This design comes from an exercise in tuning for small area, a short achievable clock period and few clock cycles per item on the open sky130 flow, not from production work. In this exercise RTL edits were held to simulation tests only and were not proved equivalent to the original. The clock port is modelled as an ideal driver; clocking choices that lean on that would not hold on a real chip. Power is estimated from default activity; no workload was simulated.

## alpha
## sp_octet_tiled
module sp_octet_tiled
#(
   parameter int NUM_TG = 2,
   parameter int DW     = sp_octet_pkg::DW_DEF,
   parameter int KW     = 8
)
(
   input  logic                   clk,
   input  logic                   rstn,
   input  logic                   start,
   input  logic [KW-1:0]          k_steps,
   output logic                   busy,
   input  logic                   c_valid,
   output logic                   c_ready,
   input  logic [NUM_TG*4*DW-1:0] c_data,
   input  logic                   ab_valid,
   output logic                   ab_ready,
   input  logic [NUM_TG*4*DW-1:0] a_data,
   input  logic [NUM_TG*8-1:0]    idx_data,
   input  logic [8*DW-1:0]        b_data,
   output logic                   out_valid,
   input  logic                   out_ready,
   output logic [NUM_TG*4*DW-1:0] out_data
);
export LEC_CHECK = 0
export CAP_MARGIN = 20
export CORE_MARGIN = 2
export CORE_UTILIZATION = 60
export CTS_BUF_LIST = sky130_fd_sc_hd__clkbuf_4 sky130_fd_sc_hd__clkbuf_8 sky130_fd_sc_hd__clkbuf_16
export SLEW_MARGIN = 20
export SYNTH_HIERARCHICAL = 1
export SYNTH_MINIMUM_KEEP_SIZE = 0
create_clock -name core_clock -period 12.0 [get_ports {clk}]
standard.sh (not shown) runs the stock make flow with config.mk's settings and CLKGATE_MAP_FILE= SYNTH_SCRIPT=/design/flow/synth_recipe.tcl, a recipe that flattens the netlist after the stock synthesis.
==> flow/flow/run.sh <==
#!/bin/bash
# The standard layout (standard.sh: its synthesis, steps and constraints unchanged) with
# two settings of how the layout is made, read from flow/settings.txt:
#   SETUP_SLACK_MARGIN: ORFS's timing repair aims for this much setup slack at the design's
#     clock period, so it keeps improving the critical paths past what 12 ns needs.
#   BUFFER_PORTS_ARGS: the buffer cell that buffer_ports puts on every input and output port.
# Each tool's full output is in ORFS's log folder (orfs/logs/...); make's own output is kept in
# make.log here.
set -euo pipefail
source flow/settings.txt
bash standard.sh SETUP_SLACK_MARGIN="$MARGIN" BUFFER_PORTS_ARGS="-buffer_cell $PORT_BUF" finish > make.log 2>&1
==> flow/flow/settings.txt <==
MARGIN=8
PORT_BUF=sky130_fd_sc_hd__buf_1
Testbench counts of alpha, summed over its fixed seeds: cycles 4,491, tiles 512.
Edits applied to the flow inputs when going from alpha to beta:
Settings: CTS_BUF_LIST no longer set, was sky130_fd_sc_hd__clkbuf_4 sky130_fd_sc_hd__clkbuf_8 sky130_fd_sc_hd__clkbuf_16.
==> flow/flow/run.sh <==
#!/bin/bash
# The standard layout (standard.sh: its synthesis, steps and constraints unchanged) with
# settings of how the layout is made, read from flow/settings.txt:
#   MARGIN: SETUP_SLACK_MARGIN, the setup slack ORFS's timing repair aims for at the design's
#     clock period, so it keeps improving the critical paths past what 12 ns needs.
#   PORT_BUF: the buffer cell that buffer_ports puts on every input and output port.
#   CTS_ARGS: the arguments of clock_tree_synthesis.
# Each tool's full output is in ORFS's log folder (orfs/logs/...); make's own output is kept in
# make.log here.
set -euo pipefail
source flow/settings.txt
bash standard.sh SETUP_SLACK_MARGIN="$MARGIN" BUFFER_PORTS_ARGS="-buffer_cell $PORT_BUF" \
   CTS_ARGS="$CTS_ARGS" finish > make.log 2>&1
==> flow/flow/settings.txt <==
MARGIN=8
PORT_BUF=sky130_fd_sc_hd__buf_1
CTS_ARGS="-sink_clustering_enable -repair_clock_nets -dont_use_dummy_load"
Per the comparison of beta with alpha, leakage power shrank by 0.37 nW; sequential share of layout area moved up; non-clock buffering overhead in the final layout now sits higher. Cell count: beta lower than alpha. The core of beta is less densely filled than that of alpha. Critical path depth: beta > alpha. Row proportion of cell area spent on the clock network: beta lower / alpha higher. Routed wire length: beta vs alpha — no meaningful difference.
Inputs modified between beta and gamma:
Settings: TNS_END_PERCENT: unset -> 10.
==> flow/flow/run.sh <==
#!/bin/bash
# The standard layout (standard.sh: its synthesis, steps and constraints unchanged) with
# two settings of how the layout is made, read from flow/settings.txt:
#   SETUP_SLACK_MARGIN: ORFS's timing repair aims for this much setup slack at the design's
#     clock period, so it keeps improving the critical paths past what 12 ns needs.
#   BUFFER_PORTS_ARGS: the buffer cell that buffer_ports puts on every input and output port.
# Each tool's full output is in ORFS's log folder (orfs/logs/...); make's own output is kept in
# make.log here.
set -euo pipefail
source flow/settings.txt
bash standard.sh SETUP_SLACK_MARGIN="$MARGIN" BUFFER_PORTS_ARGS="-buffer_cell $PORT_BUF" finish > make.log 2>&1
==> flow/flow/settings.txt <==
MARGIN=8
PORT_BUF=sky130_fd_sc_hd__buf_1
- Relative to beta, met3 usage in global routing increased by 1.4 points in gamma.
- In the reports for gamma and beta, the larger period utilization belongs to gamma.
- On sequential power, gamma and beta are basically level.
diff inputs: gamma => delta
Settings: a change of CORE_UTILIZATION from 60 to 40; a deleted TNS_END_PERCENT that had been 10; an added CTS_CLUSTER_SIZE of 30.
### Flow results
Taking gamma as the reference, in delta die area went up about 50%; highest achievable clock rate picked up an extra about 2%.
delta: met1 wire length about 6.5% above gamma
Relative to gamma, path length in cells of the critical path decreased by 3 in delta.
| met1 track demand over resource | delta vs gamma | 17 points lower |
Between gamma and delta, utilization is lower for delta, gamma comes in above that.
Between delta and gamma, it is delta whose combinational fraction of design power is lower, by 0.8 points.

==> static timing again, ports no longer ideal <==
In the flow no input, the clock included, has a driving cell. The finished layouts below were timed again as built, in two steps.
Step 1 assumes that a clkbuf_16 drives the clock port and a buf_2 every other input.
Step 2 adds t to the input delays and takes it off the output delays; t is the mean of the earliest and latest rising clock arrival at the registers after step 1. Input paths then give back, and output paths get back, about the clock's delay inside the block.
a / b / c = ideal / step 1 / step 2; a / b = the first two.
run	t (ns)	setup WS [ns]	clock arrival spread, ns
alpha	0.821	8.006 / 8.006 / 7.278	0.046 / 0.045
beta	0.800	7.995 / 7.995 / 7.273	0.056 / 0.056
gamma	0.820	7.935 / 7.894 / 7.260	0.053 / 0.053
delta	0.857	8.013 / 8.047 / 7.220	0.036 / 0.036
After both steps setup and hold are still met in every run listed. For delta, which loses most, drivers alone change the setup slack by +0.034 ns; drivers and shift together by -0.793 ns.
